Context: an optimization exercise on an open-source flow, tuned for small area and a short achievable clock period. The choices shown serve that exercise and are no tape-out recipe.
Function was not checked in any run shown here: the RTL went through the layout flow alone.
Power and IR drop assume default switching activity.

==> flow/design.v <==
`timescale 1ns/1ps
package mulPkg;
	localparam int OpWidth   = 16;
	localparam int ProdWidth = 2 * OpWidth;
endpackage
`timescale 1ns/1ps
`timescale 1ns/1ps
module fullAdd (
	input  logic a,
	input  logic b,
	input  logic c,
	output logic s,
	output logic co
);
	assign s  = a ^ b ^ c;
	assign co = (a & b) | (a & c) | (b & c);
endmodule
module halfAdd (
	input  logic a,
	input  logic b,
	output logic s,
	output logic co
);
	assign s  = a ^ b;
	assign co = a & b;
endmodule
`timescale 1ns/1ps
`timescale 1ns/1ps
`timescale 1ns/1ps
`timescale 1ns/1ps
module wallaceMulTop (
	input  logic        clk,
	input  logic        arstN,
	input  logic        reqValid,
	input  logic [15:0] reqOpA,
	input  logic [15:0] reqOpB,
	output logic        respValid,
	output logic [31:0] respProduct
);
	logic        valid1_q;
	logic        valid2_q;
	logic [124:0] s1_d;
	logic [124:0] s1_q;
	logic [51:0] s2_d;
	logic [51:0] s2_q;
	logic [31:0] rowA;
	logic [31:0] rowB;
	logic [31:0] sum;
	always_ff @(posedge clk or negedge arstN) begin
		if (!arstN) begin
			valid1_q  <= 1'b0;
			valid2_q  <= 1'b0;
			respValid <= 1'b0;
		end else begin
			valid1_q  <= reqValid;
			valid2_q  <= valid1_q;
			respValid <= valid2_q;
		end
	end
	always_ff @(posedge clk) begin
		s1_q        <= s1_d;
		s2_q        <= s2_d;
		respProduct <= sum;
	end
	logic [16:0] bx;
	logic [7:0]  one;
	logic [7:0]  two;
	logic [7:0]  neg;
	assign bx = {reqOpB, 1'b0};
	always_comb begin
		for (int i = 0; i < 8; i++) begin
			one[i] = bx[2*i+1] ^ bx[2*i];
			two[i] = (bx[2*i+2] & ~bx[2*i+1] & ~bx[2*i]) | (~bx[2*i+2] & bx[2*i+1] & bx[2*i]);
			neg[i] = bx[2*i+2];
		end
	end
	logic pp0_0;
	logic pp0_1;
	logic pp0_2;
	logic pp0_3;
	logic pp0_4;
	logic pp0_5;
	logic pp0_6;
	logic pp0_7;
	logic pp0_8;
	logic pp0_9;
	logic pp0_10;
	logic pp0_11;
	logic pp0_12;
	logic pp0_13;
	logic pp0_14;
	logic pp0_15;
	logic pp0_16;
	logic pp1_0;
	logic pp1_1;
	logic pp1_2;
	logic pp1_3;
	logic pp1_4;
	logic pp1_5;
	logic pp1_6;
	logic pp1_7;
	logic pp1_8;
	logic pp1_9;
	logic pp1_10;
	logic pp1_11;
	logic pp1_12;
	logic pp1_13;
	logic pp1_14;
	logic pp1_15;
	logic pp1_16;
	logic pp2_0;
	logic pp2_1;
	logic pp2_2;
	logic pp2_3;
	logic pp2_4;
	logic pp2_5;
	logic pp2_6;
	logic pp2_7;
	logic pp2_8;
	logic pp2_9;
	logic pp2_10;
	logic pp2_11;
	logic pp2_12;
	logic pp2_13;
	logic pp2_14;
	logic pp2_15;
	logic pp2_16;
	logic pp3_0;
	logic pp3_1;
	logic pp3_2;
	logic pp3_3;
	logic pp3_4;
	logic pp3_5;
	logic pp3_6;
	logic pp3_7;
	logic pp3_8;
	logic pp3_9;
	logic pp3_10;
	logic pp3_11;
	logic pp3_12;
	logic pp3_13;
	logic pp3_14;
	logic pp3_15;
	logic pp3_16;
	logic pp4_0;
	logic pp4_1;
	logic pp4_2;
	logic pp4_3;
	logic pp4_4;
	logic pp4_5;
	logic pp4_6;
	logic pp4_7;
	logic pp4_8;
	logic pp4_9;
	logic pp4_10;
	logic pp4_11;
	logic pp4_12;
	logic pp4_13;
	logic pp4_14;
	logic pp4_15;
	logic pp4_16;
	logic pp5_0;
	logic pp5_1;
	logic pp5_2;
	logic pp5_3;
	logic pp5_4;
	logic pp5_5;
	logic pp5_6;
	logic pp5_7;
	logic pp5_8;
	logic pp5_9;
	logic pp5_10;
	logic pp5_11;
	logic pp5_12;
	logic pp5_13;
	logic pp5_14;
	logic pp5_15;
	logic pp5_16;
	logic pp6_0;
	logic pp6_1;
	logic pp6_2;
	logic pp6_3;
	logic pp6_4;
	logic pp6_5;
	logic pp6_6;
	logic pp6_7;
	logic pp6_8;
	logic pp6_9;
	logic pp6_10;
	logic pp6_11;
	logic pp6_12;
	logic pp6_13;
	logic pp6_14;
	logic pp6_15;
	logic pp6_16;
	logic pp7_0;
	logic pp7_1;
	logic pp7_2;
	logic pp7_3;
	logic pp7_4;
	logic pp7_5;
	logic pp7_6;
	logic pp7_7;
	logic pp7_8;
	logic pp7_9;
	logic pp7_10;
	logic pp7_11;
	logic pp7_12;
	logic pp7_13;
	logic pp7_14;
	logic pp7_15;
	logic pp7_16;
	logic pp8_0;
	logic pp8_1;
	logic pp8_2;
	logic pp8_3;
	logic pp8_4;
	logic pp8_5;
	logic pp8_6;
	logic pp8_7;
	logic pp8_8;
	logic pp8_9;
	logic pp8_10;
	logic pp8_11;
	logic pp8_12;
	logic pp8_13;
	logic pp8_14;
	logic pp8_15;
	assign pp0_0 = (one[0] & reqOpA[0]) ^ neg[0];
	assign pp0_1 = ((one[0] & reqOpA[1]) | (two[0] & reqOpA[0])) ^ neg[0];
	assign pp0_2 = ((one[0] & reqOpA[2]) | (two[0] & reqOpA[1])) ^ neg[0];
	assign pp0_3 = ((one[0] & reqOpA[3]) | (two[0] & reqOpA[2])) ^ neg[0];
	assign pp0_4 = ((one[0] & reqOpA[4]) | (two[0] & reqOpA[3])) ^ neg[0];
	assign pp0_5 = ((one[0] & reqOpA[5]) | (two[0] & reqOpA[4])) ^ neg[0];
	assign pp0_6 = ((one[0] & reqOpA[6]) | (two[0] & reqOpA[5])) ^ neg[0];
	assign pp0_7 = ((one[0] & reqOpA[7]) | (two[0] & reqOpA[6])) ^ neg[0];
	assign pp0_8 = ((one[0] & reqOpA[8]) | (two[0] & reqOpA[7])) ^ neg[0];
	assign pp0_9 = ((one[0] & reqOpA[9]) | (two[0] & reqOpA[8])) ^ neg[0];
	assign pp0_10 = ((one[0] & reqOpA[10]) | (two[0] & reqOpA[9])) ^ neg[0];
	assign pp0_11 = ((one[0] & reqOpA[11]) | (two[0] & reqOpA[10])) ^ neg[0];
	assign pp0_12 = ((one[0] & reqOpA[12]) | (two[0] & reqOpA[11])) ^ neg[0];
	assign pp0_13 = ((one[0] & reqOpA[13]) | (two[0] & reqOpA[12])) ^ neg[0];
	assign pp0_14 = ((one[0] & reqOpA[14]) | (two[0] & reqOpA[13])) ^ neg[0];
	assign pp0_15 = ((one[0] & reqOpA[15]) | (two[0] & reqOpA[14])) ^ neg[0];
	assign pp0_16 = (two[0] & reqOpA[15]) ^ neg[0];
	assign pp1_0 = (one[1] & reqOpA[0]) ^ neg[1];
	assign pp1_1 = ((one[1] & reqOpA[1]) | (two[1] & reqOpA[0])) ^ neg[1];
	assign pp1_2 = ((one[1] & reqOpA[2]) | (two[1] & reqOpA[1])) ^ neg[1];
	assign pp1_3 = ((one[1] & reqOpA[3]) | (two[1] & reqOpA[2])) ^ neg[1];
	assign pp1_4 = ((one[1] & reqOpA[4]) | (two[1] & reqOpA[3])) ^ neg[1];
	assign pp1_5 = ((one[1] & reqOpA[5]) | (two[1] & reqOpA[4])) ^ neg[1];
	assign pp1_6 = ((one[1] & reqOpA[6]) | (two[1] & reqOpA[5])) ^ neg[1];
	assign pp1_7 = ((one[1] & reqOpA[7]) | (two[1] & reqOpA[6])) ^ neg[1];
	assign pp1_8 = ((one[1] & reqOpA[8]) | (two[1] & reqOpA[7])) ^ neg[1];
	assign pp1_9 = ((one[1] & reqOpA[9]) | (two[1] & reqOpA[8])) ^ neg[1];
	assign pp1_10 = ((one[1] & reqOpA[10]) | (two[1] & reqOpA[9])) ^ neg[1];
	assign pp1_11 = ((one[1] & reqOpA[11]) | (two[1] & reqOpA[10])) ^ neg[1];
	assign pp1_12 = ((one[1] & reqOpA[12]) | (two[1] & reqOpA[11])) ^ neg[1];
	assign pp1_13 = ((one[1] & reqOpA[13]) | (two[1] & reqOpA[12])) ^ neg[1];
	assign pp1_14 = ((one[1] & reqOpA[14]) | (two[1] & reqOpA[13])) ^ neg[1];
	assign pp1_15 = ((one[1] & reqOpA[15]) | (two[1] & reqOpA[14])) ^ neg[1];
	assign pp1_16 = (two[1] & reqOpA[15]) ^ neg[1];
	assign pp2_0 = (one[2] & reqOpA[0]) ^ neg[2];
	assign pp2_1 = ((one[2] & reqOpA[1]) | (two[2] & reqOpA[0])) ^ neg[2];
	assign pp2_2 = ((one[2] & reqOpA[2]) | (two[2] & reqOpA[1])) ^ neg[2];
	assign pp2_3 = ((one[2] & reqOpA[3]) | (two[2] & reqOpA[2])) ^ neg[2];
	assign pp2_4 = ((one[2] & reqOpA[4]) | (two[2] & reqOpA[3])) ^ neg[2];
	assign pp2_5 = ((one[2] & reqOpA[5]) | (two[2] & reqOpA[4])) ^ neg[2];
	assign pp2_6 = ((one[2] & reqOpA[6]) | (two[2] & reqOpA[5])) ^ neg[2];
	assign pp2_7 = ((one[2] & reqOpA[7]) | (two[2] & reqOpA[6])) ^ neg[2];
	assign pp2_8 = ((one[2] & reqOpA[8]) | (two[2] & reqOpA[7])) ^ neg[2];
	assign pp2_9 = ((one[2] & reqOpA[9]) | (two[2] & reqOpA[8])) ^ neg[2];
	assign pp2_10 = ((one[2] & reqOpA[10]) | (two[2] & reqOpA[9])) ^ neg[2];
	assign pp2_11 = ((one[2] & reqOpA[11]) | (two[2] & reqOpA[10])) ^ neg[2];
	assign pp2_12 = ((one[2] & reqOpA[12]) | (two[2] & reqOpA[11])) ^ neg[2];
	assign pp2_13 = ((one[2] & reqOpA[13]) | (two[2] & reqOpA[12])) ^ neg[2];
	assign pp2_14 = ((one[2] & reqOpA[14]) | (two[2] & reqOpA[13])) ^ neg[2];
	assign pp2_15 = ((one[2] & reqOpA[15]) | (two[2] & reqOpA[14])) ^ neg[2];
	assign pp2_16 = (two[2] & reqOpA[15]) ^ neg[2];
	assign pp3_0 = (one[3] & reqOpA[0]) ^ neg[3];
	assign pp3_1 = ((one[3] & reqOpA[1]) | (two[3] & reqOpA[0])) ^ neg[3];
	assign pp3_2 = ((one[3] & reqOpA[2]) | (two[3] & reqOpA[1])) ^ neg[3];
	assign pp3_3 = ((one[3] & reqOpA[3]) | (two[3] & reqOpA[2])) ^ neg[3];
	assign pp3_4 = ((one[3] & reqOpA[4]) | (two[3] & reqOpA[3])) ^ neg[3];
	assign pp3_5 = ((one[3] & reqOpA[5]) | (two[3] & reqOpA[4])) ^ neg[3];
	assign pp3_6 = ((one[3] & reqOpA[6]) | (two[3] & reqOpA[5])) ^ neg[3];
	assign pp3_7 = ((one[3] & reqOpA[7]) | (two[3] & reqOpA[6])) ^ neg[3];
	assign pp3_8 = ((one[3] & reqOpA[8]) | (two[3] & reqOpA[7])) ^ neg[3];
	assign pp3_9 = ((one[3] & reqOpA[9]) | (two[3] & reqOpA[8])) ^ neg[3];
	assign pp3_10 = ((one[3] & reqOpA[10]) | (two[3] & reqOpA[9])) ^ neg[3];
	assign pp3_11 = ((one[3] & reqOpA[11]) | (two[3] & reqOpA[10])) ^ neg[3];
	assign pp3_12 = ((one[3] & reqOpA[12]) | (two[3] & reqOpA[11])) ^ neg[3];
	assign pp3_13 = ((one[3] & reqOpA[13]) | (two[3] & reqOpA[12])) ^ neg[3];
	assign pp3_14 = ((one[3] & reqOpA[14]) | (two[3] & reqOpA[13])) ^ neg[3];
	assign pp3_15 = ((one[3] & reqOpA[15]) | (two[3] & reqOpA[14])) ^ neg[3];
	assign pp3_16 = (two[3] & reqOpA[15]) ^ neg[3];
	assign pp4_0 = (one[4] & reqOpA[0]) ^ neg[4];
	assign pp4_1 = ((one[4] & reqOpA[1]) | (two[4] & reqOpA[0])) ^ neg[4];
	assign pp4_2 = ((one[4] & reqOpA[2]) | (two[4] & reqOpA[1])) ^ neg[4];
	assign pp4_3 = ((one[4] & reqOpA[3]) | (two[4] & reqOpA[2])) ^ neg[4];
	assign pp4_4 = ((one[4] & reqOpA[4]) | (two[4] & reqOpA[3])) ^ neg[4];
	assign pp4_5 = ((one[4] & reqOpA[5]) | (two[4] & reqOpA[4])) ^ neg[4];
	assign pp4_6 = ((one[4] & reqOpA[6]) | (two[4] & reqOpA[5])) ^ neg[4];
	assign pp4_7 = ((one[4] & reqOpA[7]) | (two[4] & reqOpA[6])) ^ neg[4];
	assign pp4_8 = ((one[4] & reqOpA[8]) | (two[4] & reqOpA[7])) ^ neg[4];
	assign pp4_9 = ((one[4] & reqOpA[9]) | (two[4] & reqOpA[8])) ^ neg[4];
	assign pp4_10 = ((one[4] & reqOpA[10]) | (two[4] & reqOpA[9])) ^ neg[4];
	assign pp4_11 = ((one[4] & reqOpA[11]) | (two[4] & reqOpA[10])) ^ neg[4];
	assign pp4_12 = ((one[4] & reqOpA[12]) | (two[4] & reqOpA[11])) ^ neg[4];
	assign pp4_13 = ((one[4] & reqOpA[13]) | (two[4] & reqOpA[12])) ^ neg[4];
	assign pp4_14 = ((one[4] & reqOpA[14]) | (two[4] & reqOpA[13])) ^ neg[4];
	assign pp4_15 = ((one[4] & reqOpA[15]) | (two[4] & reqOpA[14])) ^ neg[4];
	assign pp4_16 = (two[4] & reqOpA[15]) ^ neg[4];
	assign pp5_0 = (one[5] & reqOpA[0]) ^ neg[5];
	assign pp5_1 = ((one[5] & reqOpA[1]) | (two[5] & reqOpA[0])) ^ neg[5];
	assign pp5_2 = ((one[5] & reqOpA[2]) | (two[5] & reqOpA[1])) ^ neg[5];
	assign pp5_3 = ((one[5] & reqOpA[3]) | (two[5] & reqOpA[2])) ^ neg[5];
	assign pp5_4 = ((one[5] & reqOpA[4]) | (two[5] & reqOpA[3])) ^ neg[5];
	assign pp5_5 = ((one[5] & reqOpA[5]) | (two[5] & reqOpA[4])) ^ neg[5];
	assign pp5_6 = ((one[5] & reqOpA[6]) | (two[5] & reqOpA[5])) ^ neg[5];
	assign pp5_7 = ((one[5] & reqOpA[7]) | (two[5] & reqOpA[6])) ^ neg[5];
	assign pp5_8 = ((one[5] & reqOpA[8]) | (two[5] & reqOpA[7])) ^ neg[5];
	assign pp5_9 = ((one[5] & reqOpA[9]) | (two[5] & reqOpA[8])) ^ neg[5];
	assign pp5_10 = ((one[5] & reqOpA[10]) | (two[5] & reqOpA[9])) ^ neg[5];
	assign pp5_11 = ((one[5] & reqOpA[11]) | (two[5] & reqOpA[10])) ^ neg[5];
	assign pp5_12 = ((one[5] & reqOpA[12]) | (two[5] & reqOpA[11])) ^ neg[5];
	assign pp5_13 = ((one[5] & reqOpA[13]) | (two[5] & reqOpA[12])) ^ neg[5];
	assign pp5_14 = ((one[5] & reqOpA[14]) | (two[5] & reqOpA[13])) ^ neg[5];
	assign pp5_15 = ((one[5] & reqOpA[15]) | (two[5] & reqOpA[14])) ^ neg[5];
	assign pp5_16 = (two[5] & reqOpA[15]) ^ neg[5];
	assign pp6_0 = (one[6] & reqOpA[0]) ^ neg[6];
	assign pp6_1 = ((one[6] & reqOpA[1]) | (two[6] & reqOpA[0])) ^ neg[6];
	assign pp6_2 = ((one[6] & reqOpA[2]) | (two[6] & reqOpA[1])) ^ neg[6];
	assign pp6_3 = ((one[6] & reqOpA[3]) | (two[6] & reqOpA[2])) ^ neg[6];
	assign pp6_4 = ((one[6] & reqOpA[4]) | (two[6] & reqOpA[3])) ^ neg[6];
	assign pp6_5 = ((one[6] & reqOpA[5]) | (two[6] & reqOpA[4])) ^ neg[6];
	assign pp6_6 = ((one[6] & reqOpA[6]) | (two[6] & reqOpA[5])) ^ neg[6];
	assign pp6_7 = ((one[6] & reqOpA[7]) | (two[6] & reqOpA[6])) ^ neg[6];
	assign pp6_8 = ((one[6] & reqOpA[8]) | (two[6] & reqOpA[7])) ^ neg[6];
	assign pp6_9 = ((one[6] & reqOpA[9]) | (two[6] & reqOpA[8])) ^ neg[6];
	assign pp6_10 = ((one[6] & reqOpA[10]) | (two[6] & reqOpA[9])) ^ neg[6];
	assign pp6_11 = ((one[6] & reqOpA[11]) | (two[6] & reqOpA[10])) ^ neg[6];
	assign pp6_12 = ((one[6] & reqOpA[12]) | (two[6] & reqOpA[11])) ^ neg[6];
	assign pp6_13 = ((one[6] & reqOpA[13]) | (two[6] & reqOpA[12])) ^ neg[6];
	assign pp6_14 = ((one[6] & reqOpA[14]) | (two[6] & reqOpA[13])) ^ neg[6];
	assign pp6_15 = ((one[6] & reqOpA[15]) | (two[6] & reqOpA[14])) ^ neg[6];
	assign pp6_16 = (two[6] & reqOpA[15]) ^ neg[6];
	assign pp7_0 = (one[7] & reqOpA[0]) ^ neg[7];
	assign pp7_1 = ((one[7] & reqOpA[1]) | (two[7] & reqOpA[0])) ^ neg[7];
	assign pp7_2 = ((one[7] & reqOpA[2]) | (two[7] & reqOpA[1])) ^ neg[7];
	assign pp7_3 = ((one[7] & reqOpA[3]) | (two[7] & reqOpA[2])) ^ neg[7];
	assign pp7_4 = ((one[7] & reqOpA[4]) | (two[7] & reqOpA[3])) ^ neg[7];
	assign pp7_5 = ((one[7] & reqOpA[5]) | (two[7] & reqOpA[4])) ^ neg[7];
	assign pp7_6 = ((one[7] & reqOpA[6]) | (two[7] & reqOpA[5])) ^ neg[7];
	assign pp7_7 = ((one[7] & reqOpA[7]) | (two[7] & reqOpA[6])) ^ neg[7];
	assign pp7_8 = ((one[7] & reqOpA[8]) | (two[7] & reqOpA[7])) ^ neg[7];
	assign pp7_9 = ((one[7] & reqOpA[9]) | (two[7] & reqOpA[8])) ^ neg[7];
	assign pp7_10 = ((one[7] & reqOpA[10]) | (two[7] & reqOpA[9])) ^ neg[7];
	assign pp7_11 = ((one[7] & reqOpA[11]) | (two[7] & reqOpA[10])) ^ neg[7];
	assign pp7_12 = ((one[7] & reqOpA[12]) | (two[7] & reqOpA[11])) ^ neg[7];
	assign pp7_13 = ((one[7] & reqOpA[13]) | (two[7] & reqOpA[12])) ^ neg[7];
	assign pp7_14 = ((one[7] & reqOpA[14]) | (two[7] & reqOpA[13])) ^ neg[7];
	assign pp7_15 = ((one[7] & reqOpA[15]) | (two[7] & reqOpA[14])) ^ neg[7];
	assign pp7_16 = (two[7] & reqOpA[15]) ^ neg[7];
	assign pp8_0 = reqOpA[0] & reqOpB[15];
	assign pp8_1 = reqOpA[1] & reqOpB[15];
	assign pp8_2 = reqOpA[2] & reqOpB[15];
	assign pp8_3 = reqOpA[3] & reqOpB[15];
	assign pp8_4 = reqOpA[4] & reqOpB[15];
	assign pp8_5 = reqOpA[5] & reqOpB[15];
	assign pp8_6 = reqOpA[6] & reqOpB[15];
	assign pp8_7 = reqOpA[7] & reqOpB[15];
	assign pp8_8 = reqOpA[8] & reqOpB[15];
	assign pp8_9 = reqOpA[9] & reqOpB[15];
	assign pp8_10 = reqOpA[10] & reqOpB[15];
	assign pp8_11 = reqOpA[11] & reqOpB[15];
	assign pp8_12 = reqOpA[12] & reqOpB[15];
	assign pp8_13 = reqOpA[13] & reqOpB[15];
	assign pp8_14 = reqOpA[14] & reqOpB[15];
	assign pp8_15 = reqOpA[15] & reqOpB[15];
	logic xs1;
	logic xc2;
	logic xs3;
	logic xc4;
	logic xs5;
	logic xc6;
	logic xs7;
	logic xc8;
	logic xs9;
	logic xc10;
	logic xs11;
	logic xc12;
	logic xs13;
	logic xc14;
	logic xs15;
	logic xc16;
	logic xs17;
	logic xc18;
	logic xs19;
	logic xc20;
	logic xs21;
	logic xc22;
	logic xs23;
	logic xc24;
	logic xs25;
	logic xc26;
	logic xs27;
	logic xc28;
	logic xs29;
	logic xc30;
	logic xs31;
	logic xc32;
	logic xs33;
	logic xc34;
	logic xs35;
	logic xc36;
	logic xs37;
	logic xc38;
	logic xs39;
	logic xc40;
	logic xs41;
	logic xc42;
	logic xs43;
	logic xc44;
	logic xs45;
	logic xc46;
	logic xs47;
	logic xc48;
	logic xs49;
	logic xc50;
	logic xs51;
	logic xc52;
	logic xs53;
	logic xc54;
	logic xs55;
	logic xc56;
	logic xs57;
	logic xc58;
	logic xs59;
	logic xc60;
	logic xs61;
	logic xc62;
	logic xs63;
	logic xc64;
	logic xs65;
	logic xc66;
	logic xs67;
	logic xc68;
	logic xs69;
	logic xc70;
	logic xs71;
	logic xc72;
	logic xs73;
	logic xc74;
	logic xs75;
	logic xc76;
	logic xs77;
	logic xc78;
	logic xs79;
	logic xc80;
	logic xs81;
	logic xc82;
	logic xs83;
	logic xc84;
	logic xs85;
	logic xc86;
	logic xs87;
	logic xc88;
	logic xs89;
	logic xc90;
	logic xs91;
	logic xc92;
	logic xs93;
	logic xc94;
	logic xs95;
	logic xc96;
	logic xs97;
	logic xc98;
	logic xs99;
	logic xc100;
	logic xs101;
	logic xc102;
	logic xs103;
	logic xc104;
	logic xs105;
	logic xc106;
	logic xs107;
	logic xc108;
	logic xs109;
	logic xc110;
	logic xs111;
	logic xc112;
	halfAdd uxs1 (.a(neg[0]), .b(pp0_0), .s(xs1), .co(xc2));
	halfAdd uxs3 (.a(pp0_1), .b(xc2), .s(xs3), .co(xc4));
	fullAdd uxs5 (.a(neg[1]), .b(pp0_2), .c(pp1_0), .s(xs5), .co(xc6));
	halfAdd uxs7 (.a(pp0_3), .b(pp1_1), .s(xs7), .co(xc8));
	fullAdd uxs9 (.a(neg[2]), .b(pp0_4), .c(pp1_2), .s(xs9), .co(xc10));
	halfAdd uxs11 (.a(pp2_0), .b(xc8), .s(xs11), .co(xc12));
	fullAdd uxs13 (.a(pp0_5), .b(pp1_3), .c(pp2_1), .s(xs13), .co(xc14));
	fullAdd uxs15 (.a(neg[3]), .b(pp0_6), .c(pp1_4), .s(xs15), .co(xc16));
	fullAdd uxs17 (.a(pp0_7), .b(pp1_5), .c(pp2_3), .s(xs17), .co(xc18));
	fullAdd uxs19 (.a(neg[4]), .b(pp0_8), .c(pp1_6), .s(xs19), .co(xc20));
	fullAdd uxs21 (.a(pp2_4), .b(pp3_2), .c(pp4_0), .s(xs21), .co(xc22));
	fullAdd uxs23 (.a(pp0_9), .b(pp1_7), .c(pp2_5), .s(xs23), .co(xc24));
	fullAdd uxs25 (.a(neg[5]), .b(pp0_10), .c(pp1_8), .s(xs25), .co(xc26));
	fullAdd uxs27 (.a(pp2_6), .b(pp3_4), .c(pp4_2), .s(xs27), .co(xc28));
	fullAdd uxs29 (.a(pp0_11), .b(pp1_9), .c(pp2_7), .s(xs29), .co(xc30));
	fullAdd uxs31 (.a(pp3_5), .b(pp4_3), .c(pp5_1), .s(xs31), .co(xc32));
	fullAdd uxs33 (.a(neg[6]), .b(pp0_12), .c(pp1_10), .s(xs33), .co(xc34));
	fullAdd uxs35 (.a(pp2_8), .b(pp3_6), .c(pp4_4), .s(xs35), .co(xc36));
	fullAdd uxs37 (.a(pp0_13), .b(pp1_11), .c(pp2_9), .s(xs37), .co(xc38));
	fullAdd uxs39 (.a(pp3_7), .b(pp4_5), .c(pp5_3), .s(xs39), .co(xc40));
	fullAdd uxs41 (.a(neg[7]), .b(pp0_14), .c(pp1_12), .s(xs41), .co(xc42));
	fullAdd uxs43 (.a(pp2_10), .b(pp3_8), .c(pp4_6), .s(xs43), .co(xc44));
	fullAdd uxs45 (.a(pp5_4), .b(pp6_2), .c(pp7_0), .s(xs45), .co(xc46));
	fullAdd uxs47 (.a(pp0_15), .b(pp1_13), .c(pp2_11), .s(xs47), .co(xc48));
	fullAdd uxs49 (.a(pp3_9), .b(pp4_7), .c(pp5_5), .s(xs49), .co(xc50));
	fullAdd uxs51 (.a(pp8_0), .b(pp0_16), .c(pp1_14), .s(xs51), .co(xc52));
	fullAdd uxs53 (.a(pp2_12), .b(pp3_10), .c(pp4_8), .s(xs53), .co(xc54));
	fullAdd uxs55 (.a(pp5_6), .b(pp6_4), .c(pp7_2), .s(xs55), .co(xc56));
	fullAdd uxs57 (.a(pp8_1), .b(neg[0]), .c(pp1_15), .s(xs57), .co(xc58));
	fullAdd uxs59 (.a(pp2_13), .b(pp3_11), .c(pp4_9), .s(xs59), .co(xc60));
	fullAdd uxs61 (.a(pp5_7), .b(pp6_5), .c(pp7_3), .s(xs61), .co(xc62));
	fullAdd uxs63 (.a(pp8_2), .b(neg[0]), .c(pp1_16), .s(xs63), .co(xc64));
	fullAdd uxs65 (.a(pp2_14), .b(pp3_12), .c(pp4_10), .s(xs65), .co(xc66));
	fullAdd uxs67 (.a(pp5_8), .b(pp6_6), .c(pp7_4), .s(xs67), .co(xc68));
	fullAdd uxs69 (.a(pp8_3), .b(~neg[0]), .c(~neg[1]), .s(xs69), .co(xc70));
	fullAdd uxs71 (.a(pp2_15), .b(pp3_13), .c(pp4_11), .s(xs71), .co(xc72));
	fullAdd uxs73 (.a(pp5_9), .b(pp6_7), .c(pp7_5), .s(xs73), .co(xc74));
	assign xs75 = ~(pp8_4 ^ xc70);
	assign xc76 = pp8_4 | xc70;
	fullAdd uxs77 (.a(pp2_16), .b(pp3_14), .c(pp4_12), .s(xs77), .co(xc78));
	fullAdd uxs79 (.a(pp5_10), .b(pp6_8), .c(pp7_6), .s(xs79), .co(xc80));
	fullAdd uxs81 (.a(pp8_5), .b(~neg[2]), .c(pp3_15), .s(xs81), .co(xc82));
	fullAdd uxs83 (.a(pp4_13), .b(pp5_11), .c(pp6_9), .s(xs83), .co(xc84));
	assign xs85 = ~(pp8_6 ^ pp3_16);
	assign xc86 = pp8_6 | pp3_16;
	fullAdd uxs87 (.a(pp4_14), .b(pp5_12), .c(pp6_10), .s(xs87), .co(xc88));
	fullAdd uxs89 (.a(pp8_7), .b(~neg[3]), .c(pp4_15), .s(xs89), .co(xc90));
	fullAdd uxs91 (.a(pp5_13), .b(pp6_11), .c(pp7_9), .s(xs91), .co(xc92));
	assign xs93 = ~(pp8_8 ^ pp4_16);
	assign xc94 = pp8_8 | pp4_16;
	fullAdd uxs95 (.a(pp5_14), .b(pp6_12), .c(pp7_10), .s(xs95), .co(xc96));
	fullAdd uxs97 (.a(pp8_9), .b(~neg[4]), .c(pp5_15), .s(xs97), .co(xc98));
	assign xs99 = ~(pp8_10 ^ pp5_16);
	assign xc100 = pp8_10 | pp5_16;
	fullAdd uxs101 (.a(pp8_11), .b(~neg[5]), .c(pp6_15), .s(xs101), .co(xc102));
	halfAdd uxs103 (.a(pp7_13), .b(xc100), .s(xs103), .co(xc104));
	assign xs105 = ~(pp8_12 ^ pp6_16);
	assign xc106 = pp8_12 | pp6_16;
	fullAdd uxs107 (.a(pp8_13), .b(~neg[6]), .c(pp7_15), .s(xs107), .co(xc108));
	assign xs109 = ~(pp8_14 ^ pp7_16);
	assign xc110 = pp8_14 | pp7_16;
	halfAdd uxs111 (.a(pp8_15), .b(~neg[7]), .s(xs111), .co(xc112));
	assign s1_d[0] = xs1;  
	assign s1_d[1] = xs3;  
	assign s1_d[2] = xc4;  
	assign s1_d[3] = xs5;  
	assign s1_d[4] = xs7;  
	assign s1_d[5] = xc6;  
	assign s1_d[6] = xs9;  
	assign s1_d[7] = xs11;  
	assign s1_d[8] = xc10;  
	assign s1_d[9] = xc12;  
	assign s1_d[10] = xs13;  
	assign s1_d[11] = pp2_2;  
	assign s1_d[12] = pp3_0;  
	assign s1_d[13] = xc14;  
	assign s1_d[14] = xs15;  
	assign s1_d[15] = pp3_1;  
	assign s1_d[16] = xc16;  
	assign s1_d[17] = xs17;  
	assign s1_d[18] = xc18;  
	assign s1_d[19] = xs19;  
	assign s1_d[20] = xs21;  
	assign s1_d[21] = pp3_3;  
	assign s1_d[22] = pp4_1;  
	assign s1_d[23] = xc20;  
	assign s1_d[24] = xc22;  
	assign s1_d[25] = xs23;  
	assign s1_d[26] = pp5_0;  
	assign s1_d[27] = xc24;  
	assign s1_d[28] = xs25;  
	assign s1_d[29] = xs27;  
	assign s1_d[30] = xc26;  
	assign s1_d[31] = xc28;  
	assign s1_d[32] = xs29;  
	assign s1_d[33] = xs31;  
	assign s1_d[34] = pp5_2;  
	assign s1_d[35] = pp6_0;  
	assign s1_d[36] = xc30;  
	assign s1_d[37] = xc32;  
	assign s1_d[38] = xs33;  
	assign s1_d[39] = xs35;  
	assign s1_d[40] = pp6_1;  
	assign s1_d[41] = xc34;  
	assign s1_d[42] = xc36;  
	assign s1_d[43] = xs37;  
	assign s1_d[44] = xs39;  
	assign s1_d[45] = xc38;  
	assign s1_d[46] = xc40;  
	assign s1_d[47] = xs41;  
	assign s1_d[48] = xs43;  
	assign s1_d[49] = xs45;  
	assign s1_d[50] = pp6_3;  
	assign s1_d[51] = pp7_1;  
	assign s1_d[52] = xc42;  
	assign s1_d[53] = xc44;  
	assign s1_d[54] = xc46;  
	assign s1_d[55] = xs47;  
	assign s1_d[56] = xs49;  
	assign s1_d[57] = xc48;  
	assign s1_d[58] = xc50;  
	assign s1_d[59] = xs51;  
	assign s1_d[60] = xs53;  
	assign s1_d[61] = xs55;  
	assign s1_d[62] = xc52;  
	assign s1_d[63] = xc54;  
	assign s1_d[64] = xc56;  
	assign s1_d[65] = xs57;  
	assign s1_d[66] = xs59;  
	assign s1_d[67] = xs61;  
	assign s1_d[68] = xc58;  
	assign s1_d[69] = xc60;  
	assign s1_d[70] = xc62;  
	assign s1_d[71] = xs63;  
	assign s1_d[72] = xs65;  
	assign s1_d[73] = xs67;  
	assign s1_d[74] = xs69;  
	assign s1_d[75] = xc64;  
	assign s1_d[76] = xc66;  
	assign s1_d[77] = xc68;  
	assign s1_d[78] = xs71;  
	assign s1_d[79] = xs73;  
	assign s1_d[80] = xs75;  
	assign s1_d[81] = xc72;  
	assign s1_d[82] = xc74;  
	assign s1_d[83] = xs77;  
	assign s1_d[84] = xs79;  
	assign s1_d[85] = pp7_7;  
	assign s1_d[86] = xc76;  
	assign s1_d[87] = xc78;  
	assign s1_d[88] = xc80;  
	assign s1_d[89] = xs81;  
	assign s1_d[90] = xs83;  
	assign s1_d[91] = pp7_8;  
	assign s1_d[92] = xs85;  
	assign s1_d[93] = xc82;  
	assign s1_d[94] = xc84;  
	assign s1_d[95] = xs87;  
	assign s1_d[96] = xc86;  
	assign s1_d[97] = xc88;  
	assign s1_d[98] = xs89;  
	assign s1_d[99] = xs91;  
	assign s1_d[100] = xs93;  
	assign s1_d[101] = xc90;  
	assign s1_d[102] = xc92;  
	assign s1_d[103] = xs95;  
	assign s1_d[104] = pp6_13;  
	assign s1_d[105] = pp7_11;  
	assign s1_d[106] = xc94;  
	assign s1_d[107] = xc96;  
	assign s1_d[108] = xs97;  
	assign s1_d[109] = pp6_14;  
	assign s1_d[110] = pp7_12;  
	assign s1_d[111] = xs99;  
	assign s1_d[112] = xc98;  
	assign s1_d[113] = xs101;  
	assign s1_d[114] = xs103;  
	assign s1_d[115] = pp7_14;  
	assign s1_d[116] = xs105;  
	assign s1_d[117] = xc102;  
	assign s1_d[118] = xc104;  
	assign s1_d[119] = xc106;  
	assign s1_d[120] = xs107;  
	assign s1_d[121] = xs109;  
	assign s1_d[122] = xc108;  
	assign s1_d[123] = xs111;  
	assign s1_d[124] = xc110;  
	logic ys113;
	logic yc114;
	logic ys115;
	logic yc116;
	logic ys117;
	logic yc118;
	logic ys119;
	logic yc120;
	logic ys121;
	logic yc122;
	logic ys123;
	logic yc124;
	logic ys125;
	logic yc126;
	logic ys127;
	logic yc128;
	logic ys129;
	logic yc130;
	logic ys131;
	logic yc132;
	logic ys133;
	logic yc134;
	logic ys135;
	logic yc136;
	logic ys137;
	logic yc138;
	logic ys139;
	logic yc140;
	logic ys141;
	logic yc142;
	logic ys143;
	logic yc144;
	logic ys145;
	logic yc146;
	logic ys147;
	logic yc148;
	logic ys149;
	logic yc150;
	logic ys151;
	logic yc152;
	logic ys153;
	logic yc154;
	logic ys155;
	logic yc156;
	logic ys157;
	logic yc158;
	logic ys159;
	logic yc160;
	logic ys161;
	logic yc162;
	logic ys163;
	logic yc164;
	logic ys165;
	logic yc166;
	logic ys167;
	logic yc168;
	logic ys169;
	logic yc170;
	logic ys171;
	logic yc172;
	logic ys173;
	logic yc174;
	logic ys175;
	logic yc176;
	logic ys177;
	logic yc178;
	logic ys179;
	logic yc180;
	logic ys181;
	logic yc182;
	logic ys183;
	logic yc184;
	logic ys185;
	logic yc186;
	logic ys187;
	logic yc188;
	logic ys189;
	logic yc190;
	logic ys191;
	logic yc192;
	logic ys193;
	logic yc194;
	logic ys195;
	logic yc196;
	logic ys197;
	logic yc198;
	logic ys199;
	logic yc200;
	logic ys201;
	logic yc202;
	logic ys203;
	logic yc204;
	logic ys205;
	logic yc206;
	logic ys207;
	logic yc208;
	logic ys209;
	logic yc210;
	logic ys211;
	logic yc212;
	logic ys213;
	logic yc214;
	logic ys215;
	logic yc216;
	logic ys217;
	logic yc218;
	logic ys219;
	logic yc220;
	logic ys221;
	logic yc222;
	logic ys223;
	logic yc224;
	logic ys225;
	logic yc226;
	logic ys227;
	logic yc228;
	logic ys229;
	logic yc230;
	logic ys231;
	logic yc232;
	logic ys233;
	logic yc234;
	logic ys235;
	logic yc236;
	logic ys237;
	logic yc238;
	logic ys239;
	logic yc240;
	logic ys241;
	logic yc242;
	logic ys243;
	logic yc244;
	logic ys245;
	logic yc246;
	logic ys247;
	logic yc248;
	logic ys249;
	logic yc250;
	logic ys251;
	logic yc252;
	logic ys253;
	logic yc254;
	logic ys255;
	logic yc256;
	logic ys257;
	logic yc258;
	logic ys259;
	logic yc260;
	logic ys261;
	logic yc262;
	logic ys263;
	logic yc264;
	logic ys265;
	logic yc266;
	logic ys267;
	logic yc268;
	logic ys269;
	logic yc270;
	logic ys271;
	logic yc272;
	logic ys273;
	logic yc274;
	logic ys275;
	logic yc276;
	logic ys277;
	logic yc278;
	logic ys279;
	logic yc280;
	halfAdd uys113 (.a(s1_q[2]), .b(s1_q[3]), .s(ys113), .co(yc114));
	fullAdd uys115 (.a(s1_q[4]), .b(s1_q[5]), .c(yc114), .s(ys115), .co(yc116));
	fullAdd uys117 (.a(s1_q[6]), .b(s1_q[7]), .c(yc116), .s(ys117), .co(yc118));
	fullAdd uys119 (.a(s1_q[8]), .b(s1_q[9]), .c(s1_q[10]), .s(ys119), .co(yc120));
	halfAdd uys121 (.a(ys119), .b(yc118), .s(ys121), .co(yc122));
	fullAdd uys123 (.a(s1_q[11]), .b(s1_q[12]), .c(s1_q[13]), .s(ys123), .co(yc124));
	fullAdd uys125 (.a(s1_q[14]), .b(yc120), .c(ys123), .s(ys125), .co(yc126));
	halfAdd uys127 (.a(ys125), .b(yc122), .s(ys127), .co(yc128));
	fullAdd uys129 (.a(s1_q[15]), .b(s1_q[16]), .c(s1_q[17]), .s(ys129), .co(yc130));
	fullAdd uys131 (.a(yc124), .b(ys129), .c(yc126), .s(ys131), .co(yc132));
	fullAdd uys133 (.a(s1_q[18]), .b(s1_q[19]), .c(s1_q[20]), .s(ys133), .co(yc134));
	fullAdd uys135 (.a(yc130), .b(ys133), .c(yc132), .s(ys135), .co(yc136));
	fullAdd uys137 (.a(s1_q[21]), .b(s1_q[22]), .c(s1_q[23]), .s(ys137), .co(yc138));
	fullAdd uys139 (.a(s1_q[24]), .b(s1_q[25]), .c(yc134), .s(ys139), .co(yc140));
	halfAdd uys141 (.a(ys137), .b(ys139), .s(ys141), .co(yc142));
	fullAdd uys143 (.a(s1_q[26]), .b(s1_q[27]), .c(s1_q[28]), .s(ys143), .co(yc144));
	fullAdd uys145 (.a(s1_q[29]), .b(yc138), .c(ys143), .s(ys145), .co(yc146));
	fullAdd uys147 (.a(yc140), .b(ys145), .c(yc142), .s(ys147), .co(yc148));
	fullAdd uys149 (.a(s1_q[30]), .b(s1_q[31]), .c(s1_q[32]), .s(ys149), .co(yc150));
	fullAdd uys151 (.a(s1_q[33]), .b(yc144), .c(ys149), .s(ys151), .co(yc152));
	halfAdd uys153 (.a(yc146), .b(ys151), .s(ys153), .co(yc154));
	fullAdd uys155 (.a(s1_q[34]), .b(s1_q[35]), .c(s1_q[36]), .s(ys155), .co(yc156));
	fullAdd uys157 (.a(s1_q[37]), .b(s1_q[38]), .c(s1_q[39]), .s(ys157), .co(yc158));
	fullAdd uys159 (.a(yc150), .b(ys155), .c(ys157), .s(ys159), .co(yc160));
	fullAdd uys161 (.a(yc152), .b(ys159), .c(yc154), .s(ys161), .co(yc162));
	fullAdd uys163 (.a(s1_q[40]), .b(s1_q[41]), .c(s1_q[42]), .s(ys163), .co(yc164));
	fullAdd uys165 (.a(s1_q[43]), .b(s1_q[44]), .c(yc156), .s(ys165), .co(yc166));
	fullAdd uys167 (.a(yc158), .b(ys163), .c(yc160), .s(ys167), .co(yc168));
	halfAdd uys169 (.a(ys165), .b(ys167), .s(ys169), .co(yc170));
	fullAdd uys171 (.a(s1_q[45]), .b(s1_q[46]), .c(s1_q[47]), .s(ys171), .co(yc172));
	fullAdd uys173 (.a(s1_q[48]), .b(s1_q[49]), .c(yc164), .s(ys173), .co(yc174));
	fullAdd uys175 (.a(ys171), .b(yc166), .c(ys173), .s(ys175), .co(yc176));
	halfAdd uys177 (.a(yc168), .b(ys175), .s(ys177), .co(yc178));
	fullAdd uys179 (.a(s1_q[50]), .b(s1_q[51]), .c(s1_q[52]), .s(ys179), .co(yc180));
	fullAdd uys181 (.a(s1_q[53]), .b(s1_q[54]), .c(s1_q[55]), .s(ys181), .co(yc182));
	fullAdd uys183 (.a(s1_q[56]), .b(yc172), .c(ys179), .s(ys183), .co(yc184));
	fullAdd uys185 (.a(ys181), .b(yc174), .c(ys183), .s(ys185), .co(yc186));
	fullAdd uys187 (.a(s1_q[57]), .b(s1_q[58]), .c(s1_q[59]), .s(ys187), .co(yc188));
	fullAdd uys189 (.a(s1_q[60]), .b(s1_q[61]), .c(yc180), .s(ys189), .co(yc190));
	fullAdd uys191 (.a(yc182), .b(ys187), .c(yc184), .s(ys191), .co(yc192));
	halfAdd uys193 (.a(ys189), .b(yc186), .s(ys193), .co(yc194));
	fullAdd uys195 (.a(s1_q[62]), .b(s1_q[63]), .c(s1_q[64]), .s(ys195), .co(yc196));
	fullAdd uys197 (.a(s1_q[65]), .b(s1_q[66]), .c(s1_q[67]), .s(ys197), .co(yc198));
	fullAdd uys199 (.a(yc188), .b(ys195), .c(ys197), .s(ys199), .co(yc200));
	fullAdd uys201 (.a(yc190), .b(ys199), .c(yc192), .s(ys201), .co(yc202));
	fullAdd uys203 (.a(s1_q[68]), .b(s1_q[69]), .c(s1_q[70]), .s(ys203), .co(yc204));
	fullAdd uys205 (.a(s1_q[71]), .b(s1_q[72]), .c(s1_q[73]), .s(ys205), .co(yc206));
	fullAdd uys207 (.a(yc196), .b(yc198), .c(ys203), .s(ys207), .co(yc208));
	fullAdd uys209 (.a(ys205), .b(yc200), .c(ys207), .s(ys209), .co(yc210));
	fullAdd uys211 (.a(s1_q[74]), .b(s1_q[75]), .c(s1_q[76]), .s(ys211), .co(yc212));
	fullAdd uys213 (.a(s1_q[77]), .b(s1_q[78]), .c(s1_q[79]), .s(ys213), .co(yc214));
	fullAdd uys215 (.a(yc204), .b(yc206), .c(ys211), .s(ys215), .co(yc216));
	fullAdd uys217 (.a(ys213), .b(yc208), .c(ys215), .s(ys217), .co(yc218));
	fullAdd uys219 (.a(s1_q[80]), .b(s1_q[81]), .c(s1_q[82]), .s(ys219), .co(yc220));
	fullAdd uys221 (.a(s1_q[83]), .b(s1_q[84]), .c(yc212), .s(ys221), .co(yc222));
	fullAdd uys223 (.a(yc214), .b(ys219), .c(yc216), .s(ys223), .co(yc224));
	halfAdd uys225 (.a(ys221), .b(yc218), .s(ys225), .co(yc226));
	fullAdd uys227 (.a(s1_q[85]), .b(s1_q[86]), .c(s1_q[87]), .s(ys227), .co(yc228));
	fullAdd uys229 (.a(s1_q[88]), .b(s1_q[89]), .c(s1_q[90]), .s(ys229), .co(yc230));
	fullAdd uys231 (.a(yc220), .b(ys227), .c(ys229), .s(ys231), .co(yc232));
	fullAdd uys233 (.a(yc222), .b(ys231), .c(yc224), .s(ys233), .co(yc234));
	fullAdd uys235 (.a(s1_q[91]), .b(s1_q[92]), .c(s1_q[93]), .s(ys235), .co(yc236));
	fullAdd uys237 (.a(s1_q[94]), .b(s1_q[95]), .c(yc228), .s(ys237), .co(yc238));
	fullAdd uys239 (.a(yc230), .b(ys235), .c(yc232), .s(ys239), .co(yc240));
	halfAdd uys241 (.a(ys237), .b(ys239), .s(ys241), .co(yc242));
	fullAdd uys243 (.a(s1_q[96]), .b(s1_q[97]), .c(s1_q[98]), .s(ys243), .co(yc244));
	fullAdd uys245 (.a(s1_q[99]), .b(yc236), .c(ys243), .s(ys245), .co(yc246));
	fullAdd uys247 (.a(yc238), .b(ys245), .c(yc240), .s(ys247), .co(yc248));
	fullAdd uys249 (.a(s1_q[100]), .b(s1_q[101]), .c(s1_q[102]), .s(ys249), .co(yc250));
	fullAdd uys251 (.a(s1_q[103]), .b(yc244), .c(ys249), .s(ys251), .co(yc252));
	halfAdd uys253 (.a(yc246), .b(ys251), .s(ys253), .co(yc254));
	fullAdd uys255 (.a(s1_q[104]), .b(s1_q[105]), .c(s1_q[106]), .s(ys255), .co(yc256));
	fullAdd uys257 (.a(s1_q[107]), .b(s1_q[108]), .c(yc250), .s(ys257), .co(yc258));
	fullAdd uys259 (.a(ys255), .b(yc252), .c(ys257), .s(ys259), .co(yc260));
	fullAdd uys261 (.a(s1_q[109]), .b(s1_q[110]), .c(s1_q[111]), .s(ys261), .co(yc262));
	fullAdd uys263 (.a(s1_q[112]), .b(yc256), .c(ys261), .s(ys263), .co(yc264));
	fullAdd uys265 (.a(yc258), .b(ys263), .c(yc260), .s(ys265), .co(yc266));
	fullAdd uys267 (.a(s1_q[113]), .b(s1_q[114]), .c(yc262), .s(ys267), .co(yc268));
	halfAdd uys269 (.a(yc264), .b(ys267), .s(ys269), .co(yc270));
	fullAdd uys271 (.a(s1_q[115]), .b(s1_q[116]), .c(s1_q[117]), .s(ys271), .co(yc272));
	fullAdd uys273 (.a(s1_q[118]), .b(ys271), .c(yc268), .s(ys273), .co(yc274));
	fullAdd uys275 (.a(s1_q[119]), .b(s1_q[120]), .c(yc272), .s(ys275), .co(yc276));
	fullAdd uys277 (.a(s1_q[121]), .b(s1_q[122]), .c(yc276), .s(ys277), .co(yc278));
	fullAdd uys279 (.a(s1_q[123]), .b(s1_q[124]), .c(yc278), .s(ys279), .co(yc280));
	assign s2_d[0] = s1_q[0];  
	assign s2_d[1] = s1_q[1];  
	assign s2_d[2] = ys113;  
	assign s2_d[3] = ys115;  
	assign s2_d[4] = ys117;  
	assign s2_d[5] = ys121;  
	assign s2_d[6] = ys127;  
	assign s2_d[7] = ys131;  
	assign s2_d[8] = yc128;  
	assign s2_d[9] = ys135;  
	assign s2_d[10] = ys141;  
	assign s2_d[11] = yc136;  
	assign s2_d[12] = ys147;  
	assign s2_d[13] = ys153;  
	assign s2_d[14] = yc148;  
	assign s2_d[15] = ys161;  
	assign s2_d[16] = yc162;  
	assign s2_d[17] = ys169;  
	assign s2_d[18] = yc170;  
	assign s2_d[19] = ys177;  
	assign s2_d[20] = yc176;  
	assign s2_d[21] = ys185;  
	assign s2_d[22] = yc178;  
	assign s2_d[23] = ys191;  
	assign s2_d[24] = ys193;  
	assign s2_d[25] = yc194;  
	assign s2_d[26] = ys201;  
	assign s2_d[27] = ys209;  
	assign s2_d[28] = yc202;  
	assign s2_d[29] = yc210;  
	assign s2_d[30] = ys217;  
	assign s2_d[31] = ys223;  
	assign s2_d[32] = ys225;  
	assign s2_d[33] = yc226;  
	assign s2_d[34] = ys233;  
	assign s2_d[35] = yc234;  
	assign s2_d[36] = ys241;  
	assign s2_d[37] = yc242;  
	assign s2_d[38] = ys247;  
	assign s2_d[39] = ys253;  
	assign s2_d[40] = yc248;  
	assign s2_d[41] = yc254;  
	assign s2_d[42] = ys259;  
	assign s2_d[43] = ys265;  
	assign s2_d[44] = ys269;  
	assign s2_d[45] = yc266;  
	assign s2_d[46] = yc270;  
	assign s2_d[47] = ys273;  
	assign s2_d[48] = ys275;  
	assign s2_d[49] = yc274;  
	assign s2_d[50] = ys277;  
	assign s2_d[51] = ys279;  
	logic zs281;
	logic zc282;
	logic zs283;
	logic zc284;
	logic zs285;
	logic zc286;
	logic zs287;
	logic zc288;
	logic zs289;
	logic zc290;
	logic zs291;
	logic zc292;
	logic zs293;
	logic zc294;
	logic zs295;
	logic zc296;
	logic zs297;
	logic zc298;
	logic zs299;
	logic zc300;
	logic zs301;
	logic zc302;
	halfAdd uzs281 (.a(s2_q[20]), .b(s2_q[21]), .s(zs281), .co(zc282));
	halfAdd uzs283 (.a(s2_q[23]), .b(s2_q[24]), .s(zs283), .co(zc284));
	halfAdd uzs285 (.a(s2_q[25]), .b(s2_q[26]), .s(zs285), .co(zc286));
	halfAdd uzs287 (.a(s2_q[27]), .b(s2_q[28]), .s(zs287), .co(zc288));
	halfAdd uzs289 (.a(s2_q[29]), .b(s2_q[30]), .s(zs289), .co(zc290));
	halfAdd uzs291 (.a(s2_q[31]), .b(s2_q[32]), .s(zs291), .co(zc292));
	halfAdd uzs293 (.a(s2_q[33]), .b(s2_q[34]), .s(zs293), .co(zc294));
	halfAdd uzs295 (.a(s2_q[35]), .b(s2_q[36]), .s(zs295), .co(zc296));
	halfAdd uzs297 (.a(s2_q[37]), .b(s2_q[38]), .s(zs297), .co(zc298));
	halfAdd uzs299 (.a(s2_q[39]), .b(s2_q[40]), .s(zs299), .co(zc300));
	halfAdd uzs301 (.a(s2_q[41]), .b(s2_q[42]), .s(zs301), .co(zc302));
	assign rowA[0] = s2_q[0];
	assign rowB[0] = 1'b0;
	assign rowA[1] = s2_q[1];
	assign rowB[1] = 1'b0;
	assign rowA[2] = s2_q[2];
	assign rowB[2] = 1'b0;
	assign rowA[3] = s2_q[3];
	assign rowB[3] = 1'b0;
	assign rowA[4] = s2_q[4];
	assign rowB[4] = 1'b0;
	assign rowA[5] = s2_q[5];
	assign rowB[5] = 1'b0;
	assign rowA[6] = s2_q[6];
	assign rowB[6] = 1'b0;
	assign rowA[7] = s2_q[7];
	assign rowB[7] = s2_q[8];
	assign rowA[8] = s2_q[9];
	assign rowB[8] = 1'b0;
	assign rowA[9] = s2_q[10];
	assign rowB[9] = s2_q[11];
	assign rowA[10] = s2_q[12];
	assign rowB[10] = 1'b0;
	assign rowA[11] = s2_q[13];
	assign rowB[11] = s2_q[14];
	assign rowA[12] = s2_q[15];
	assign rowB[12] = 1'b0;
	assign rowA[13] = s2_q[16];
	assign rowB[13] = s2_q[17];
	assign rowA[14] = s2_q[18];
	assign rowB[14] = s2_q[19];
	assign rowA[15] = s2_q[22];
	assign rowB[15] = zs281;
	assign rowA[16] = zc282;
	assign rowB[16] = zs283;
	assign rowA[17] = zc284;
	assign rowB[17] = zs285;
	assign rowA[18] = zc286;
	assign rowB[18] = zs287;
	assign rowA[19] = zc288;
	assign rowB[19] = zs289;
	assign rowA[20] = zc290;
	assign rowB[20] = zs291;
	assign rowA[21] = zc292;
	assign rowB[21] = zs293;
	assign rowA[22] = zc294;
	assign rowB[22] = zs295;
	assign rowA[23] = zc296;
	assign rowB[23] = zs297;
	assign rowA[24] = zc298;
	assign rowB[24] = zs299;
	assign rowA[25] = zc300;
	assign rowB[25] = zs301;
	assign rowA[26] = s2_q[43];
	assign rowB[26] = zc302;
	assign rowA[27] = s2_q[44];
	assign rowB[27] = s2_q[45];
	assign rowA[28] = s2_q[46];
	assign rowB[28] = s2_q[47];
	assign rowA[29] = s2_q[48];
	assign rowB[29] = s2_q[49];
	assign rowA[30] = s2_q[50];
	assign rowB[30] = 1'b0;
	assign rowA[31] = s2_q[51];
	assign rowB[31] = 1'b0;
	assign sum = rowA + rowB;
endmodule
==> flow/run.sh <==
#!/bin/bash
# synth_recipe.tcl (not shown) runs the flow's synth.tcl, then flattens the netlist and writes it again
# the make line also repeats each setting of config.mk as NAME=value (left out here)
make -C /OpenROAD-flow-scripts/flow DESIGN_CONFIG=/design/flow/config.mk WORK_HOME=/design/flow/orfs CLKGATE_MAP_FILE= SYNTH_SCRIPT=/design/flow/synth_recipe.tcl finish
==> flow/config.mk <==
export PLATFORM = sky130hd
export DESIGN_NAME = wallaceMulTop
export DESIGN_NICKNAME = wallaceMulTop
export VERILOG_FILES = /design/flow/design.v
export SDC_FILE = /design/flow/constraint.sdc
export NUM_CORES = 4
export LEC_CHECK = 0
export ABC_CLOCK_PERIOD_IN_PS = 2500
export CAP_MARGIN = 20
export CORE_MARGIN = 2
export CORE_UTILIZATION = 60
export SETUP_SLACK_MARGIN = 1.5
export SLEW_MARGIN = 20
export SYNTH_HIERARCHICAL = 1
==> flow/constraint.sdc <==
create_clock -name core_clock -period 4.3 [get_ports {clk}]
set_input_delay 0.8600 -clock core_clock [delete_from_list [all_inputs] [get_ports {clk}]]
set_output_delay 0.8600 -clock core_clock [all_outputs]
set_load 0.01 [all_outputs]
==> metrics.cfg, run 1 <==
[global_route]
grt_max_degree=46
grt_util_met1_pct=45.14
grt_pass1_vias=9814
gr-total-overflow=0
grt_pass1_wl_mm=54.49
grt_usage_pct=31.02
grtUsageMet2_pct=46.98
use_met3_pct=6.145
antenna_found_initial=1
grt_busiest_layer=met2

[route]
antenna_left=0
num_vias=10570
drtIter0Drc=898
routedWlPerCell_um=19.78
drc=0
vias_per_cell=6.034
drt-total-wl_mm=34.64
first_pass_iters=6

[layout]
drive_above_1_share_pct=8.814
stdcell_count=1751
final_area_sq_mm=0.01476
fin_nets=1665
area_growth_pct=14.01

[pwr]
p_sw_w=0.003357
clkPwrFrac_pct=22.6
power_frac_comb_pct=45.1
switching_share_pct=36.58
intPower_w=0.005821
p_leak_nw=6.038
total_power_w=0.009178
seq_power_share_pct=32.3
power_density_mw_per_mm2=621.9
vdd_drop_max_mv=0.3245

[clock_tree]
clockBufferDepth=3
clk_pin_slew_ns=0.06
htree_levels=1
cts-hold-fix-buffers=0
cts_tree=built
cts_buffers=23
cts.sink_count=212
cts_root_buf=clkbuf_16
clk_latency_ns=0.51

[timing]
period_needed_ns=2.761
rsz0062_at_grt=true
fin_tns_setup_ns=0
setup_viol=0
slew_viol_final=0
slew_headroom_pct=36.64
fmax_mhz=362.2
post-route-period-util_pct=64.20
clock_skew_ns=0.01962
timing.final.hold_violations=0
tightest_slew_ns=0.9504
holdWs_ns=0.3259

[synthesis]
seq_area_frac_synth_pct=32.90
ys_ff_latch=212
synth.cell_area_sq_mm=0.01294
yosys.area.top_type=dfxtp_1
ys_top_cells_by_area=dfxtp_1 32%, fa_1 18%, a21oi_1 6.7%
yosys_warnings=7
syn_avg_cell_area_sq_um=8.945
synth_edf_count=0
synthFlopType=dfxtp_1
synth_cells=1447
async_flop_share_pct=1.415
syn-num-nets=1654
ys_types=50
synth_top_area_share_pct=32.32

[floorplan]
dieArea_sq_mm=0.02276
fp.dieH_um=150.9
die_x_um=150.9
coreArea_sq_mm=0.02109
io_pins=68
row_count=53
start_util_pct=61.38

[placed_design]
hpwl_mm=24.72
gp_congestion=0.9446
port_buffers=67
place_inst=1708
dpl-instance-area_sq_mm=0.01388

[setup_path]
r2r_cells=8
regToRegStartpoint=s2_q[23]
startpoint_type=primary input
crit_arrival_ns=3.15
critPathMaxFanout=9
reg2reg_slack_ns=1.67
path_class=in -> reg
setup.worst_path.end_class=register
worst-endpoint-required_ns=4.69
r2r_end=respProduct[29]

[min_path]
min_path_type=reg -> reg
whs_endpoint=respProduct[0]
hold_path_depth=0
min_from=s2_q[0]

[job]
drv_cap=0

[run_status]
status=finished clean

==> modules after synthesis (local to each module, per instance) <==
| module | cells inside | area (sq um) |
|---|---|---|
| halfAdd | 1 | 12.51 |
| wallaceMulTop | 1302 | 10260 |
| fullAdd | 1 | 20.02 |
==> flip-flops by register name, indices dropped and copies added (netlist names) <==
| signal | count |
|---|---|
| respProduct | 32 |
| s1_q | 125 |
| respValid | 1 |
| s2_q | 52 |
| valid2_q | 1 |
| valid1_q | 1 |
==> area by class of cell <==
cell class	instances	area, sq um
multi-input cells	1063	8109
fillers	1622	6331
flip-flops and latches	212	4259
repair buffers	127	1115
clock buffers	30	663.1
well taps	275	344.1
clock inverters	12	147.6
inverters	31	116.4
diodes	1	2.502
==> power by group through the flow <==
stage,clock network (W),logic (W),registers [W]
after floorplan,0,0.00279,0.00300
after global placement,0,0.00399,0.00299
after detailed placement,0,0.00407,0.00301
after CTS,0.00211,0.00413,0.00297
after global routing,0.00218,0.00467,0.00302
final,0.00208,0.00414,0.00297
==> critical path, stage by stage <==
cell and delay [ns]:
clkdlybuf4s50_1 0.64, and2_1 0.36, nand2_1 0.09, a21oi_1 0.14, nor2_1 0.05, a221oi_1 0.48
fa_1 0.52
==> cells in the mapped netlist, types with 4 or more instances <==
| master | number |
|---|---|
| nand2_1 | 223 |
| o21ai_0 | 55 |
| o22ai_1 | 45 |
| nand4_1 | 5 |
| xnor2_1 | 21 |
| dfxtp_1 | 209 |
| fa_1 | 116 |
| a221oi_1 | 70 |
| a21oi_1 | 174 |
| nand3_1 | 8 |
| maj3_1 | 36 |
| ha_1 | 56 |
| nor2b_1 | 42 |
| clkbuf_1 | 118 |
| and2_1 | 27 |
| nor2_1 | 103 |
| a22o_1 | 9 |
| mux2i_1 | 9 |
| buf_1 | 21 |
| and2_0 | 4 |
| nand2b_1 | 6 |
| xor2_1 | 14 |
| a21o_1 | 7 |
| inv_1 | 30 |
==> per-stage QoR <==
| stage | utilization [%] | setup WS (ns) |
|---|---|---|
| finish | 69.98 | 1.539 |
| global route | 69.98 | 1.440 |
| CTS | 69.62 | 1.500 |
| detailed placement | 65.81 | 0.7181 |
| global placement | 65.81 | 0.7515 |
| floorplan | - | 1.651 |
==> placed cells by master (no fill, tap or decap), drive strengths merged, types with 9 or more instances in the layout <==
cell and instances:
a21oi 174, a221oi 71, a22o 9, and2 31
buf 60, clkbuf 33, clkdlybuf4s50 50, dfxtp 209
dlygate4sd2 11, fa 116, ha 56, inv 32
maj3 36, mux2i 9, nand2 223, nor2 103
nor2b 42, o21ai 55, o22ai 45, xnor2 21
xor2 14
==> how the worst max path moves through the flow <==
stage                          start       end  slack, ns  cells past startpoint
after floorplan            reqOpB[5]  s1_q[29]       1.65                      7
after global routing      reqOpB[13]  s1_q[67]       1.44                      7
after global placement     reqOpA[6]  s1_q[56]       0.75                      7
after CTS                  reqOpA[1]   s1_q[6]       1.50                      7
final                      reqOpB[8]  s1_q[56]       1.54                      7
after detailed placement  reqOpB[10]  s1_q[67]       0.72                      4
==> cells by family after synthesis <==
family / count (synthesis) / share of synthesized area, %
DFF: 212 / 32.90
and+or+nand+nor: 428 / 14.38
AOI/OAI and AO/OA: 383 / 18.50
xor gates and xnor gates: 35 / 2.368
muxes: 9 / 0.6960
buffers and inverters: 172 / 5.007
adders and majority gates: 208 / 26.14
==> layer usage <==
metal	vias up	routed length, um
li1	4979	-
met1	5004	14920
met2	518	15240
met3	65	3559
met4	0	916
met5	-	0
==> timing repair <==
action                     CTS  global route
resized for setup           19            27
setup buffers                0             0
setup endpoints to repair   42            41
==> run 2, diff against run 1 <==
==> flow/flow/run.sh (new file) <==
#!/bin/bash
# The standard layout (standard.sh, unchanged synthesis) with two changes:
# the port buffers are plain buf_2 cells instead of the delay buffers that
# buffer_ports picks by default, and the clock tree is built from clkbuf_4 and
# clkbuf_8 cells without dummy loads.
set -euo pipefail
export BUFFER_PORTS_ARGS="-buffer_cell sky130_fd_sc_hd__buf_2"
export CTS_ARGS="-sink_clustering_enable -repair_clock_nets -buf_list {sky130_fd_sc_hd__clkbuf_4 sky130_fd_sc_hd__clkbuf_8} -dont_use_dummy_load"
bash standard.sh > standard.log 2>&1
==> flow/standard.sh (new file) <==
#!/bin/bash
# synth_recipe.tcl (not shown) runs the flow's synth.tcl, then flattens the netlist and writes it again
# the make line also repeats each setting of config.mk as NAME=value (left out here)
make -C /OpenROAD-flow-scripts/flow DESIGN_CONFIG=/design/flow/config.mk WORK_HOME=/design/flow/orfs CLKGATE_MAP_FILE= SYNTH_SCRIPT=/design/flow/synth_recipe.tcl "${@:-finish}"
removed: flow/run.sh
==> metrics.cfg, run 2 <==
[run_status]
status=finished clean

[global_route]
grt_max_degree=44  ; -4.3%
grt_pass1_vias=9184  ; -6.4%
grt_usage_pct=29.58  ; -1.4 points
gr-total-overflow=0  ; unchanged
antenna_found_initial=0  ; -1
grt_pass1_wl_mm=51.81  ; -4.9%

[synthesis]
synth_cells=1447  ; unchanged
ys_top_cells_by_area=dfxtp_1 32%, fa_1 18%, a21oi_1 6.7%
synth_compound_area_share_pct=18.50  ; unchanged
yosys.area_share.xor_xnor_pct=2.368  ; unchanged
synth_top_family_by_area=adder cells
ys_ff_latch=212  ; unchanged
synth_common_cells=223 x nand2_1, 209 x dfxtp_1, 174 x a21oi_1
ys_types=50  ; unchanged
synth.most_common_cell=nand2_1
synth_simple_gate_area_share_pct=14.38  ; unchanged
async_flop_share_pct=1.415  ; unchanged
synth.cell_area_sq_mm=0.01294  ; unchanged
syn-num-nets=1654  ; unchanged
synth_edf_count=0  ; unchanged
yosys.area.top_type=dfxtp_1
seq_area_frac_synth_pct=32.90  ; unchanged
synthFlopType=dfxtp_1
synth_mux_area_share_pct=0.6960  ; unchanged
synth_top_area_share_pct=32.32  ; unchanged
yosys_warnings=7  ; unchanged
synthAdderAreaFrac_pct=26.14  ; unchanged
syn_avg_cell_area_sq_um=8.945  ; unchanged

[route]
num_vias=10240  ; -3.1%
vias_per_cell=6.043  ; +0.15%
routedWlPerCell_um=19.55  ; -1.2%
drtIter0Drc=1030  ; +15%
antenna_left=0  ; unchanged
first_pass_iters=5  ; -1

[setup_path]
r2r_end=respProduct[29]
cpMostUsedCell=ha_1
regToRegStartpoint=s2_q[23]
slowest_delay_ns=0.51  ; -0.13 ns
critPathMaxFanout=6  ; -3
path_class=reg -> reg
reg2reg_slack_ns=1.65  ; -0.02 ns
r2r_cells=8  ; unchanged
setup.worst_path.end_class=register
worst-endpoint-required_ns=4.69  ; about the same
startpoint_type=register
crit_arrival_ns=3.05  ; -0.10 ns
cp_slowest_cell=or4_1
path_cells=ha_1 -> ha_1 -> a211oi_2 -> o211ai_2 -> a41oi_2 -> o41ai_2 -> or4_1 -> and4_1

[timing]
period_needed_ns=2.655  ; -0.1057 ns
timing.final.hold_violations=0  ; unchanged
clock_skew_ns=0.04575  ; +0.02612 ns
fin_tns_setup_ns=0  ; unchanged
setup_viol=0  ; unchanged
rsz0062_at_grt=false
tightest_slew_ns=1.051  ; +0.1007 ns
slew_headroom_pct=29.66  ; -7.0 points
post-route-period-util_pct=61.74  ; -2.5 points
fmax_mhz=376.7  ; +4.0%
slew_viol_final=0  ; unchanged

[pwr]
power_density_mw_per_mm2=605.7  ; -2.6%
p_leak_nw=5.591  ; -7.4%
clkPwrFrac_pct=17.3  ; -5.3 points
power_frac_comb_pct=46.6  ; +1.5 points
vdd_drop_max_mv=0.2375  ; -27%
seq_power_share_pct=36.1  ; +3.8 points
p_sw_w=0.003199  ; -4.7%
intPower_w=0.005080  ; -13%

[layout]
diodes=0  ; -1
area_growth_pct=5.607
regArea_sq_mm=0.004259  ; unchanged
final_cell_mix=223 x nand2_1, 209 x dfxtp_1, 174 x a21oi_1
drive_above_1_share_pct=8.739  ; -0.075 points
fin_nets=1628  ; -2.2%
reg_top3=s1_q (125), s2_q (52), respProduct (32)
multi_input_area_sq_mm=0.008044  ; -0.80%
fillers=1806  ; +11%
final_area_sq_mm=0.01367  ; -7.4%
largest_register_ffs=125  ; unchanged
top_register=s1_q

[clock_tree]
cts_setup_buffers=0  ; unchanged
clk_pin_slew_ns=0.05  ; about the same
clk_latency_ns=0.52  ; about the same
cts_resized=0  ; -19
cts.sink_count=212  ; unchanged
cts-hold-fix-buffers=0  ; unchanged
cts_root_buf=clkbuf_8
cts_buffers=36  ; +57%
cts_tree=built
htree_levels=2  ; +1

[job]
drv_cap=0  ; unchanged

[floorplan]
io_pins=68  ; unchanged
die_x_um=150.9  ; unchanged
coreArea_sq_mm=0.02109  ; unchanged
row_count=53  ; unchanged
dieArea_sq_mm=0.02276  ; unchanged
start_util_pct=61.38  ; unchanged

[placed_design]
port_buffers=67  ; unchanged
gp_congestion=0.8903  ; -5.7%
hpwl_mm=22.77  ; -7.9%
dpl-instance-area_sq_mm=0.01317  ; -5.1%

[min_path]
min_path_type=in -> async

run 2: changes by cell type in the layout (fill, tap and decap cells not counted), sizes merged:
| cell | before | now |
|---|---|---|
| buf | 60 | 77 |
| bufinv | 3 | 0 |
| clkbuf | 33 | 36 |
| clkdlybuf4s50 | 50 | 0 |
| clkinv | 6 | 1 |
| clkinvlp | 2 | 0 |
| diode | 1 | 0 |
| dlygate4sd2 | 11 | 0 |
| dlymetal6s2s | 3 | 0 |
| inv | 32 | 30 |
run 2: Yosys stat by module, one instance, submodules excluded:
module         cell area (sq um)  flops+latches  copies in the design
halfAdd                    12.51              0                    29
wallaceMulTop              10260            212                     1
fullAdd                    20.02              0                   116
run 2: area by class of cell:
cell class / instances / area share (%)
Inverter: 31 / 0.8513
Tap cell: 275 / 2.517
Clock buffer: 36 / 3.625
Timing Repair Buffer: 77 / 3.002
Multi-Input combinational cell: 1063 / 58.85
Sequential cell: 212 / 31.16
run 2: worst max-delay path, delay by kind of cell, from the launching register on:
kind                       cells  cell delay (ns)
and+or+nand+nor                2             0.67
DFF                            1             0.30
AOI/OAI and AO/OA              4             0.91
adders and majority gates      2             0.65
run 2: per-stage QoR:
step | std cells | worst slack [ns] | hold WS, ns | power (W) | utilization [%]
2_1_floorplan | 1447 | 1.651 | 0.3096 | 0.005790 | -
3_3_place_gp | 1658 | 1.282 | 0.3099 | 0.006785 | 62.44
3_5_place_dp | 1658 | 1.234 | 0.3128 | 0.006869 | 62.44
4_1_cts | 1694 | 1.649 | 0.09897 | 0.008327 | 64.79
5_1_grt | 1694 | 1.532 | 0.1139 | 0.009018 | 64.82
6_report | 1694 | 1.645 | 0.1276 | 0.008279 | 64.82
run 2: layer usage:
metal,share of wire [%],global-route usage (%),up-vias
met5,0,0,-
met4,1.5,5.794,0
met3,11,5.723,43
met2,43,44.23,517
met1,45,44.99,4803
li1,-,-,4874
run 2: cells by family (layout without fill, tap and decap cells):
family          after synthesis  in the layout
simple gates                428            428
compound gates              383            383
flops                       212            212
fa+ha+maj                   208            208
buf+inv                     172            144
xor+xnor                     35             35
mux                           9              9
run 2: worst max path at each step:
stage | cells after the start | startpoint | endpoint | slack [ns]
after global placement | 6 | reqOpB[9] | s1_q[99] | 1.28
after global routing | 8 | s2_q[23] | respProduct[29] | 1.53
final | 8 | s2_q[23] | respProduct[29] | 1.65
after detailed placement | 7 | reqOpB[11] | s1_q[90] | 1.23
after CTS | 8 | s2_q[23] | respProduct[29] | 1.65
after floorplan | 7 | reqOpB[5] | s1_q[29] | 1.65
run 2: power groups by stage:
stage | Sequential, W | Clock, W | Combinational (W)
CTS | 0.00299 | 0.00148 | 0.00386
detailed placement | 0.00303 | 0 | 0.00384
global placement | 0.00301 | 0 | 0.00377
global route | 0.00304 | 0.00155 | 0.00443
floorplan | 0.00300 | 0 | 0.00279
finish | 0.00299 | 0.00144 | 0.00386

Re-timed with assumed drivers on the ports (clkbuf_16 on the clock, buf_2 on other inputs), run 2 has 1.645 ns of setup slack against 1.645 ns with ideal ports, and 1.128 ns once port delays also move by the mid clock arrival of 0.541 ns.
